This is an optimization exercise on Yosys and OpenROAD, whose aim is small area, a short achievable clock period and few clock cycles per item, not a production implementation.
The RTL was checked by simulation tests, not by an equivalence proof against the original design.

==> flow/design.v, too long to show whole: its modules and the start of the top module <==
// module hsbrgb_front: 27 lines
// module hsbrgb_route: 17 lines
// module hsbrgb_out: 16 lines
// module hsbrgb_l2: 137 lines
// module hsbrgb_l3: 333 lines
// module hsbrgb_l4: 197 lines
// module hsb_to_rgb_converter: 131 lines
module hsb_to_rgb_converter
(
    input  logic               clk,
    input  logic               rst_n,
    input  logic               in_valid,
    output logic               in_ready,
    input  logic [HUE_W-1:0]   hue_degrees,
    input  logic [PCT_W-1:0]   saturation_pct,
    input  logic [PCT_W-1:0]   brightness_pct,
    output logic               out_valid,
    input  logic               out_ready,
    output logic [LEVEL_W-1:0] red_level,
    output logic [LEVEL_W-1:0] green_level,
    output logic [LEVEL_W-1:0] blue_level
);
  // ...
==> flow/flow/run.sh <==
#!/bin/bash
# The standard layout (standard.sh, all steps), with two changes:
# - Yosys's synth runs without its early internal ABC pass (SYNTH_ARGS=-noabc),
#   so the explicit full/half adders of the datapath reach extract_fa as
#   written and map to adder cells without inverters between them; the
#   flow's own ABC mapping after adder extraction is unchanged;
# - every input and output port still gets a buffer, but a plain buf_2
#   (BUFFER_PORTS_ARGS) instead of the delay-cell buffer buffer_ports picks.
# The registers, the constraints and every other step are unchanged.
set -euo pipefail
bash standard.sh SYNTH_ARGS=-noabc "BUFFER_PORTS_ARGS=-buffer_cell sky130_fd_sc_hd__buf_2" finish > layout.log 2>&1
==> flow/standard.sh <==
#!/bin/bash
# synth_recipe.tcl (not shown) runs the flow's synth.tcl, then flattens the netlist and writes it again
# the make line also repeats each setting of config.mk as NAME=value (left out here)
make -C /OpenROAD-flow-scripts/flow DESIGN_CONFIG=/design/flow/config.mk WORK_HOME=/design/flow/orfs CLKGATE_MAP_FILE= SYNTH_SCRIPT=/design/flow/synth_recipe.tcl "${@:-finish}"
==> flow/config.mk <==
export PLATFORM = sky130hd
export DESIGN_NAME = hsb_to_rgb_converter
export DESIGN_NICKNAME = hsb_to_rgb_converter
export VERILOG_FILES = /design/flow/design.v
export SDC_FILE = /design/flow/constraint.sdc
export NUM_CORES = 4
export LEC_CHECK = 0
export ABC_CLOCK_PERIOD_IN_PS = 3000
export CAP_MARGIN = 20
export CORE_MARGIN = 2
export CORE_UTILIZATION = 40
export SETUP_SLACK_MARGIN = 5
export SLEW_MARGIN = 20
==> flow/constraint.sdc <==
create_clock -name core_clock -period 10.0 [get_ports {clk}]
set_input_delay 2.0000 -clock core_clock [delete_from_list [all_inputs] [get_ports {clk}]]
set_output_delay 2.0000 -clock core_clock [all_outputs]
set_load 0.01 [all_outputs]
==> impl_metrics.csv, run 1 <==
group,metric,value,unit
status,status,"complete, no violations",
placement,dp.cells,2115,
cells_and_area,multi_input_area_share,63.0,%
yosys,synthArstFlopShare,3.08,%
yosys,synthXorXnorAreaFrac,3.84,%
floorplan,core,0.0406,sq mm
yosys,yosys.area_share.adder,42.6,%
drt,highest_layer,"met4",
global_routing,met1_usage,22.8,%
placement,place.gp.congestion,0.849,
clocking,ctsHoldBuffers,0,
floorplan,die_width,206,um
critical_path,crit_chain,"and2_1, fa_1, fa_1, fa_1, fa_1, ha_1, a21o_1, nor3_1, o21ai_1, a41oi_2, o21ai_1, a221o_1, a21o_1",
global_routing,use_met3,2.65,%
timing,drv_slew,0,
cells_and_area,layout_common_cells,"277 x inv_1, 219 x fa_1, 207 x ha_1, 159 x and2_1, 126 x edfxtp_1",
cells_and_area,sh_seq_area,21.5,%
yosys,yosysTopAreaCell,"fa_1",
global_routing,grt_pass1_wl,55.6,mm
cells_and_area,num_antenna_cells,0,
drt,dr_wl_met3,1.02,mm
critical_path,crit_type,"flip-flop to flip-flop",
timing,hold_ws,0.419,ns
critical_path,path_common_cell,"fa_1",
timing,min_period,4.74,ns
floorplan,num_rows,74,
timing,fin_skew,0.0103,ns
critical_path,crit_path_end_kind,"flip-flop",
placement,dp_worst_setup_slack,5.01,ns
drt,viasPerCell,4.95,
clocking,clkSinkCount,130,
clocking,htreeDepth,4,
yosys,synthMuxAreaShare,0.886,%
worst_hold_path,holdPathStages,0,
Testbench counts, summed over its fixed seeds: cycles 24,024, items 24,000.
==> module hsb_to_rgb_converter, before the edit <==
module hsb_to_rgb_converter
(
    input  logic               clk,
    input  logic               rst_n,
    input  logic               in_valid,
    output logic               in_ready,
    input  logic [HUE_W-1:0]   hue_degrees,
    input  logic [PCT_W-1:0]   saturation_pct,
    input  logic [PCT_W-1:0]   brightness_pct,
    output logic               out_valid,
    input  logic               out_ready,
    output logic [LEVEL_W-1:0] red_level,
    output logic [LEVEL_W-1:0] green_level,
    output logic [LEVEL_W-1:0] blue_level
);
    logic advance;
    logic s2_valid_reg;
    logic s3_valid_reg;
    logic s4_valid_reg;
    logic out_valid_reg;
    logic [RAW_W-1:0] raw_in;
    logic [6:0] f_b, f_s;
    logic [5:0] f_rp;
    logic [2:0] f_sec;
    logic [6:0] b2_reg, s2_reg;
    logic [5:0] rp2_reg;
    logic [2:0] sec2_reg;
    logic [12:0] l2_x;
    logic [13:0] l2_bc;
    logic [12:0] x3_reg;
    logic [13:0] bc3_reg;
    logic [6:0]  b3_reg;
    logic [2:0]  sec3_reg;
    logic [19:0] l3_q;
    logic [7:0]  l3_vp;
    logic [7:0]  l3_vb;
    logic [19:0] q4_reg;
    logic [7:0]  vp4_reg;
    logic [7:0]  vb4_reg;
    logic [2:0]  sec4_reg;
    logic [7:0] l4_vm;
    logic [7:0] vb_out_reg;
    logic [7:0] vm_out_reg;
    logic [7:0] vp_out_reg;
    logic [2:0] sec_out_reg;
    assign raw_in    = {hue_degrees, saturation_pct, brightness_pct};
    assign advance   = !out_valid_reg || out_ready;
    assign in_ready  = advance;
    assign out_valid = out_valid_reg;
    always_ff @(posedge clk or negedge rst_n)
    begin
        if (!rst_n)
        begin
            s2_valid_reg  <= 1'b0;
            s3_valid_reg  <= 1'b0;
            s4_valid_reg  <= 1'b0;
            out_valid_reg <= 1'b0;
        end
        else if (advance)
        begin
            s2_valid_reg  <= in_valid;
            s3_valid_reg  <= s2_valid_reg;
            s4_valid_reg  <= s3_valid_reg;
            out_valid_reg <= s4_valid_reg;
        end
    end
    always_ff @(posedge clk)
    begin
        if (advance)
        begin
            b2_reg      <= f_b;
            s2_reg      <= f_s;
            rp2_reg     <= f_rp;
            sec2_reg    <= f_sec;
            x3_reg      <= l2_x;
            bc3_reg     <= l2_bc;
            b3_reg      <= b2_reg;
            sec3_reg    <= sec2_reg;
            q4_reg      <= l3_q;
            vp4_reg     <= l3_vp;
            vb4_reg     <= l3_vb;
            sec4_reg    <= sec3_reg;
            vb_out_reg  <= vb4_reg;
            vm_out_reg  <= l4_vm;
            vp_out_reg  <= vp4_reg;
            sec_out_reg <= sec4_reg;
        end
    end
    hsbrgb_front u_front
    (
        .h    (raw_in[RAW_W-1 -: HUE_W]),
        .s_in (raw_in[2*PCT_W-1 -: PCT_W]),
        .b_in (raw_in[PCT_W-1:0]),
        .b    (f_b),
        .s    (f_s),
        .rp   (f_rp),
        .sec  (f_sec)
    );
    hsbrgb_l2 u_l2
    (
        .b  (b2_reg),
        .s  (s2_reg),
        .rp (rp2_reg),
        .x  (l2_x),
        .bc (l2_bc)
    );
    hsbrgb_l3 u_l3
    (
        .b  (b3_reg),
        .x  (x3_reg),
        .bc (bc3_reg),
        .q  (l3_q),
        .vp (l3_vp),
        .vb (l3_vb)
    );
    hsbrgb_l4 u_l4
    (
        .q  (q4_reg),
        .vm (l4_vm)
    );
    hsbrgb_out u_out
    (
        .vb    (vb_out_reg),
        .vm    (vm_out_reg),
        .vp    (vp_out_reg),
        .sec   (sec_out_reg),
        .red   (red_level),
        .green (green_level),
        .blue  (blue_level)
    );
endmodule
==> inputs of run 2 (changes only) <==
--- a/flow/design.v
+++ b/flow/design.v
@@ -747,2 +747,5 @@
     logic advance;
+    logic accept;
+    logic skid_valid_reg;
+    logic in_ready_reg;
     logic s2_valid_reg;
@@ -751,2 +754,4 @@
     logic out_valid_reg;
+    logic [RAW_W-1:0] skid_reg;
+    logic [RAW_W-1:0] s1_raw;
     logic [RAW_W-1:0] raw_in;
@@ -778,4 +783,6 @@
     assign advance   = !out_valid_reg || out_ready;
-    assign in_ready  = advance;
+    assign in_ready  = in_ready_reg;
+    assign accept    = in_valid && !skid_valid_reg;
     assign out_valid = out_valid_reg;
+    assign s1_raw    = skid_valid_reg ? skid_reg : raw_in;
     always_ff @(posedge clk or negedge rst_n)
@@ -784,6 +791,8 @@
         begin
-            s2_valid_reg  <= 1'b0;
-            s3_valid_reg  <= 1'b0;
-            s4_valid_reg  <= 1'b0;
-            out_valid_reg <= 1'b0;
+            skid_valid_reg <= 1'b0;
+            in_ready_reg   <= 1'b1;
+            s2_valid_reg   <= 1'b0;
+            s3_valid_reg   <= 1'b0;
+            s4_valid_reg   <= 1'b0;
+            out_valid_reg  <= 1'b0;
         end
@@ -791,6 +800,13 @@
         begin
-            s2_valid_reg  <= in_valid;
-            s3_valid_reg  <= s2_valid_reg;
-            s4_valid_reg  <= s3_valid_reg;
-            out_valid_reg <= s4_valid_reg;
+            skid_valid_reg <= 1'b0;
+            in_ready_reg   <= 1'b1;
+            s2_valid_reg   <= accept || skid_valid_reg;
+            s3_valid_reg   <= s2_valid_reg;
+            s4_valid_reg   <= s3_valid_reg;
+            out_valid_reg  <= s4_valid_reg;
+        end
+        else if (accept)
+        begin
+            skid_valid_reg <= 1'b1;
+            in_ready_reg   <= 1'b0;
         end
@@ -799,2 +815,6 @@
     begin
+        if (accept && !advance)
+        begin
+            skid_reg <= raw_in;
+        end
         if (advance)
@@ -821,5 +841,5 @@
     (
-        .h    (raw_in[RAW_W-1 -: HUE_W]),
-        .s_in (raw_in[2*PCT_W-1 -: PCT_W]),
-        .b_in (raw_in[PCT_W-1:0]),
+        .h    (s1_raw[RAW_W-1 -: HUE_W]),
+        .s_in (s1_raw[2*PCT_W-1 -: PCT_W]),
+        .b_in (s1_raw[PCT_W-1:0]),
         .b    (f_b),
==> flow/run.sh (new file) <==
#!/bin/bash
# synth_recipe.tcl (not shown) runs the flow's synth.tcl, then flattens the netlist and writes it again
# the make line also repeats each setting of config.mk as NAME=value (left out here)
make -C /OpenROAD-flow-scripts/flow DESIGN_CONFIG=/design/flow/config.mk WORK_HOME=/design/flow/orfs CLKGATE_MAP_FILE= SYNTH_SCRIPT=/design/flow/synth_recipe.tcl finish
removed: flow/flow/run.sh
removed: flow/standard.sh
==> impl_metrics.csv, run 2 <==
group,metric,value,unit
status,status,"complete, no violations",
global_routing,grt_pass1_wl,60.4,mm
floorplan,die_area,0.0465,sq mm
yosys,synthCells,1797,
floorplan,io_pins,53,
cells_and_area,final_common_cell,"inv_1",
yosys,ys_types,76,
cells_and_area,fin_nets,2306,
yosys,ys_ff_latch,155,
timing,hold_ws,0.419,ns
worst_hold_path,hp-class,"flip-flop to flip-flop",
yosys,postSynthAreaPerCell,9.97,sq um
yosys,synthArstFlopShare,3.87,%
yosys,yosys.area_share.simple,11.5,%
global_routing,grt_pass1_vias,12088,
worst_hold_path,holdPathStages,0,
drt,route.detailed.drc,0,
clocking,cts_inserted_buffers,17,
clocking,clk_pin_slew,0.07,ns
critical_path,worstPathRequired,10.20,ns
placement,dp_worst_setup_slack,4.92,ns
timing,drv_slew,0,
timing,max_slew.worst_pin.slew,0.948,ns
timing,relSlewSlack,36.8,%
global_routing,antenna_found_initial,0,
global_routing,grt_start_max_net_pins,77,
clocking,cts_max_path_buffers,2,
cells_and_area,syn_to_final_growth,11.2,%
floorplan,core,0.0442,sq mm
drt,dr.pass1.iters,5,
yosys,synth_compound_area_share,9.11,%
yosys,synth_top_family_by_area,"adder cells",
drt,dr.first_iter.drc_count,625,
clocking,insertion_delay,0.45,ns
timing,fin_crit_sh,48.0,%
drt,drt-total-wl,35.5,mm
drt,ant_nets,0,
critical_path,crit_path_max_fanout,4,
yosys,yosysSeqAreaShare,25.8,%
yosys,synth-edff-count,149,
drt,vias,11869,
cells_and_area,largest_register_ff_count,23,
cells_and_area,drive_gt1_share,5.23,%
yosys,ys.flop_type,"edfxtp_1",
placement,portBuffers,52,
critical_path,arrival,5.00,ns
floorplan,start_util,40.5,%
yosys,synthXorXnorAreaFrac,3.32,%
critical_path,crit_path_end_kind,"flip-flop",
drt,wl_per_cell,14.4,um
yosys,syn_nets,2242,
yosys,yosysTopAreaCell,"edfxtp_1",
cells_and_area,layout_common_cells,"425 x inv_1, 218 x fa_1, 200 x ha_1, 149 x edfxtp_1, 117 x nand2_1",
critical_path,reg2reg_slack,5.20,ns
timing,final.setup.worst_slack,5.20,ns
yosys,synth_top_area_share,25.0,%
critical_path,r2r_cells,16,
critical_path,r2r-end,"vm_out_reg[5]",
critical_path,crit_type,"flip-flop to flip-flop",
cells_and_area,num_antenna_cells,0,
placement,place.gp.congestion,0.868,
timing,max_freq,0.209,GHz
worst_hold_path,min_to,"vp_out_reg[0]",
yosys,yosys.area_share.adder,38.3,%
critical_path,critPathLaunchType,"flip-flop",
global_routing,grt_usage,16.0,%
cells_and_area,fillers,4135,
yosys,synthTopCellsByArea,"edfxtp_1 25%, fa_1 24%, ha_1 14%",
global_routing,grt-ovfl-total,0,
timing,fin_skew,0.0156,ns
yosys,synth_common_cells,"429 x inv_1, 218 x fa_1, 200 x ha_1, 149 x edfxtp_1, 117 x nand2_1",
worst_hold_path,hold_path_startpoint,"vp4_reg[0]",
floorplan,die_h,216,um
floorplan,die_width,216,um
timing,min_period,4.80,ns
yosys,yosys_warnings,3,
timing,fin_setup_tns,0,ns
critical_path,rr_startpoint,"q4_reg[13]",
run,drv_cap,0,
clocking,ctsHoldBuffers,0,
yosys,synthMuxAreaShare,2.06,%
timing,hold_viol,0,
yosys,syn_area,0.0179,sq mm
timing,rsz0062_at_grt,"false",
clocking,cts_tree,"yes",
drt,viasPerCell,4.81,
floorplan,num_rows,77,
timing,setup_viol,0,
clocking,root_buffer,"clkbuf_16",
clocking,clkSinkCount,155,
yosys,synth.most_common_cell,"inv_1",
clocking,htreeDepth,4,
placement,place_hpwl,29.0,mm
[run 2: cell count changes after synthesis, sizes merged, moves of 19 or more]
cell,delta
inv,+153
nand2,+62
and2,-50
edfxtp,+23
mux2i,+20
o21ai,+19
[run 2: per-layer routing]
layer / track usage, % / wire [um]
met4: 3.70 / 458
met3: 2.42 / 1060
met5: 0 / 0
met2: 27.7 / 17400
met1: 21.1 / 16600
[run 2: area by class of cell]
class | instances | area (sq um) | area share (%)
clock buffers | 17 | 425 | 2.14
flip-flops and latches | 155 | 4630 | 23.2
clock inverters | 15 | 156 | 0.785
well taps | 592 | 741 | 3.72
repair buffers | 80 | 741 | 3.72
multi-input cells | 1175 | 11600 | 58.3
inverters | 432 | 1630 | 8.16
[run 2: critical path, stage by stage (launching register included)]
cell and delay (ns):
edfxtp_1 0.47, inv_2 0.12, fa_1 0.50, fa_1 0.49
inv_1 0.05, fa_1 0.47, inv_1 0.05, fa_1 0.51
inv_1 0.05, ha_1 0.30, a21oi_1 0.17, o221ai_1 0.14
a2111o_1 0.45, a211oi_2 0.25, o31a_1 0.20, nor3b_1 0.07
a211o_1 0.27
[run 2: worst max-delay path by stage]
stage,from,to,slack (ns),depth (start not counted)
final,q4_reg[13],vm_out_reg[5],5.20,16
after detailed placement,q4_reg[15],vm_out_reg[7],4.92,15
after global routing,s2_reg[0],bc3_reg[12],4.98,17
after floorplan,b3_reg[0],q4_reg[19],5.32,16
after CTS,q4_reg[14],vm_out_reg[5],5.00,16
after global placement,q4_reg[12],vm_out_reg[5],5.02,16
[run 2: through the flow]
step	cell area [sq um]	utilization, %	instances
2_1_floorplan	17900	-	1797
3_3_place_gp	19100	43.1	2408
3_5_place_dp	19100	43.1	2408
4_1_cts	19700	44.6	2448
5_1_grt	19900	45.0	2466
6_report	19900	45.0	2466
[run 2: cells by family (layout without fill, tap and decap cells)]
logic type      after synthesis  in the layout
compound gates              253            253
xor+xnor                     68             68
fa+ha+maj                   418            418
buf+inv                     467            544
flops                       155            155
mux                          35             35
simple gates                401            401
[run 2: repair_timing]
action                                  CTS  global route
endpoints found under the setup margin    7            17
gates resized for setup                   2            13
pin swaps                                 0             1
buffers inserted                          8            17
hold endpoints to repair                  0             0
Testbench counts of run 2, summed over its fixed seeds: cycles 24,024, items 24,000.
==> inputs of run 3 (changes only) <==
==> flow/flow/run.sh (new file) <==
#!/bin/bash
# The standard layout (standard.sh, all steps), with one change: Yosys's
# synth runs without its early internal ABC pass (SYNTH_ARGS=-noabc), so the
# explicit full/half adders of the datapath reach extract_fa as written and
# map to adder cells without inverters between them. The flow's own ABC
# mapping after adder extraction, the registers, the constraints and every
# later step are unchanged.
set -euo pipefail
bash standard.sh SYNTH_ARGS=-noabc finish > layout.log 2>&1
==> flow/standard.sh (new file) <==
#!/bin/bash
# synth_recipe.tcl (not shown) runs the flow's synth.tcl, then flattens the netlist and writes it again
# the make line also repeats each setting of config.mk as NAME=value (left out here)
make -C /OpenROAD-flow-scripts/flow DESIGN_CONFIG=/design/flow/config.mk WORK_HOME=/design/flow/orfs CLKGATE_MAP_FILE= SYNTH_SCRIPT=/design/flow/synth_recipe.tcl "${@:-finish}"
removed: flow/run.sh
==> impl_metrics.csv, run 3 <==
group,metric,value,unit
timing,fin_crit_sh,48.3,%
clocking,clkSinkCount,155,
timing,setup_viol,0,
critical_path,arrival,5.02,ns
cells_and_area,final_area,0.0193,sq mm
critical_path,worstPathRequired,10.18,ns
cells_and_area,regArea,0.00463,sq mm
timing,relSlewSlack,42.7,%
timing,fin_skew,0.0134,ns
cells_and_area,final_common_cell,"inv_1",
clocking,cts_tree,"yes",
timing,hold_viol,0,
cells_and_area,syn_to_final_growth,11.2,%
floorplan,die_width,212,um
yosys,synth.most_common_cell,"inv_1",
timing,max_freq,0.207,GHz
yosys,ys.flop_type,"edfxtp_1",
cells_and_area,fillers,4005,
critical_path,crit_path_max_fanout,11,
timing,drv_slew,0,
clocking,root_buffer,"clkbuf_16",
floorplan,die_h,212,um
clocking,htreeDepth,4,
global_routing,antenna_found_initial,0,
drt,viasPerCell,4.90,
critical_path,crit_path_end_kind,"flip-flop",
placement,place_hpwl,27.1,mm
drt,vias,11116,
timing,fin_setup_tns,0,ns
floorplan,die_area,0.0450,sq mm
yosys,yosys_warnings,3,
yosys,synth-edff-count,149,
clocking,ctsHoldBuffers,0,
yosys,synth_common_cells,"273 x inv_1, 219 x fa_1, 207 x ha_1, 151 x and2_1, 149 x edfxtp_1",
floorplan,start_util,40.4,%
global_routing,grt_pass1_wl,56.7,mm
drt,dr.first_iter.drc_count,581,
clocking,insertion_delay,0.45,ns
cells_and_area,layout_common_cells,"273 x inv_1, 219 x fa_1, 207 x ha_1, 151 x and2_1, 149 x edfxtp_1",
timing,rsz0062_at_grt,"true",
yosys,ys_ff_latch,155,
global_routing,grt-ovfl-total,0,
clocking,cts_inserted_buffers,17,
status,status,"complete, no violations",
yosys,ys_types,71,
clocking,cts_max_path_buffers,2,
placement,portBuffers,52,
global_routing,grt_usage,15.8,%
yosys,synthArstFlopShare,3.87,%
global_routing,grt_start_max_net_pins,70,
yosys,syn_area,0.0173,sq mm
yosys,postSynthAreaPerCell,10.8,sq um
yosys,yosysSeqAreaShare,26.7,%
timing,min_period,4.83,ns
yosys,synthTopCellsByArea,"edfxtp_1 26%, fa_1 25%, ha_1 15%",
drt,ant_nets,0,
floorplan,num_rows,76,
yosys,syn_nets,2054,
yosys,synth_top_area_share,25.8,%
placement,dp.cells,2216,
worst_hold_path,hp-class,"flip-flop to flip-flop",
critical_path,critPathLaunchType,"flip-flop",
drt,route.detailed.drc,0,
cells_and_area,fin_nets,2123,
drt,drt-total-wl,33.5,mm
critical_path,crit_type,"flip-flop to flip-flop",
floorplan,core,0.0429,sq mm
drt,wl_per_cell,14.8,um
drt,dr.pass1.iters,7,
cells_and_area,multiInputGateArea,0.0116,sq mm
timing,max_slew.worst_pin.slew,0.860,ns
cells_and_area,final_cells,2269,
clocking,clk_pin_slew,0.07,ns
placement,placed_cell_area,0.0185,sq mm
global_routing,grt_pass1_vias,11610,
yosys,yosysTopAreaCell,"edfxtp_1",
run,drv_cap,0,
cells_and_area,largest_register_ff_count,23,
cells_and_area,drive_gt1_share,5.17,%
floorplan,io_pins,53,
yosys,synthCells,1601,
placement,place.gp.congestion,0.866,
## run 3: cell types whose count changed in the layout (fill, tap and decap cells not counted), sizes merged, moves of 11 or more
cell | before | now
inv | 438 | 277
nand2 | 117 | 63
and2 | 109 | 152
o21ai | 71 | 57
a22oi | 2 | 15
nand2b | 22 | 9
a211oi | 16 | 5
xor2 | 19 | 30
## run 3: layout make-up
class | count | share of cell area, %
Clock buffer | 21 | 2.55
Tap cell | 585 | 3.80
Inverter | 273 | 5.32
Timing Repair Buffer | 75 | 3.62
Antenna cell | 1 | 0.0130
Clock inverter | 11 | 0.513
Sequential cell | 155 | 24.0
Multi-Input combinational cell | 1148 | 60.2
## run 3: layer usage
layer,GRT usage [%],share of wire [%]
met1,21.3,47
met2,26.3,48
met3,2.19,2.7
met4,4.83,2.0
met5,0,0
## run 3: final timing paths
check | from | to | slack, ns | cells past startpoint
setup / recovery | b3_reg[2] | q4_reg[18] | 5.17 | 13
hold / removal | sec3_reg[2] | sec4_reg[2] | 0.42 | 0
setup reg to reg | b3_reg[2] | q4_reg[18] | 5.17 | 13
hold reg to reg | sec3_reg[2] | sec4_reg[2] | 0.42 | 0
max in group asynchronous | rst_n | in_ready_reg | 7.95 | 1
min in group asynchronous | rst_n | out_valid_reg | 1.79 | 1
## run 3: critical path: stages (launching register included)
cell and delay (ns):
edfxtp_1 0.54, and2_1 0.22, fa_1 0.56, fa_1 0.46, fa_1 0.52, fa_1 0.49
ha_1 0.35, o21ai_0 0.20, nand2b_1 0.09, and2_0 0.24, nor2b_1 0.18, a311o_1 0.36
a31o_1 0.22, xor2_1 0.14
## run 3: logic make-up (layout without fill, tap and decap cells)
kind of cell	after synthesis	count (layout)	share of synthesized area [%]
mux	36	36	2.28
flops	155	155	26.7
other cells	0	1	0
fa+ha+maj	426	426	40.2
compound gates	228	228	8.45
xor+xnor	76	76	3.84
buf+inv	298	380	6.61
simple gates	382	382	11.9
## run 3: metrics by stage
step	worst slack [ns]	hold WS (ns)	util, %
2_1_floorplan	5.28	0.400	-
3_3_place_gp	5.05	0.402	43.1
3_5_place_dp	4.98	0.405	43.1
4_1_cts	4.98	0.420	44.5
5_1_grt	4.92	0.423	44.9
6_report	5.17	0.419	44.9
## run 3: repair_timing
item / in CTS / in global routing
buffers inserted: 1 / 19
setup endpoints to repair: 2 / 23
resized for setup: 1 / 2

## what the ideal ports hide
The results above use ideal ports. As a check the final layouts listed here were re-extracted and re-timed, cells and wires unchanged.
Step 1 sets driving cells, clkbuf_16 on the clock port and buf_2 on the other inputs (assumed; they add their load-dependent delay and slew).
Step 2 adds t to the input delays and takes it off the output delays; t is the mean of the earliest and latest rising clock arrival at the registers after step 1. Input paths then give back, and output paths get back, about the clock's delay inside the block.
Three values: no drivers, after step 1, after step 2; two values: the first two.
| run | t, ns | setup WS [ns] | worst setup path after step 2 | pins driven straight from the clock port |
|---|---|---|---|---|
| run 1 | 0.483 | 5.257 / 5.243 / 5.243 | input to output | 1 |
| run 2 | 0.490 | 5.205 / 5.205 / 5.079 | input to register | 1 |
| run 3 | 0.486 | 5.167 / 5.167 / 5.167 | register to register | 1 |
After both steps setup and hold are still met in every run listed. The setup slack of run 2, which loses most, moves by 0.000 ns with the drivers and by -0.126 ns with both steps.
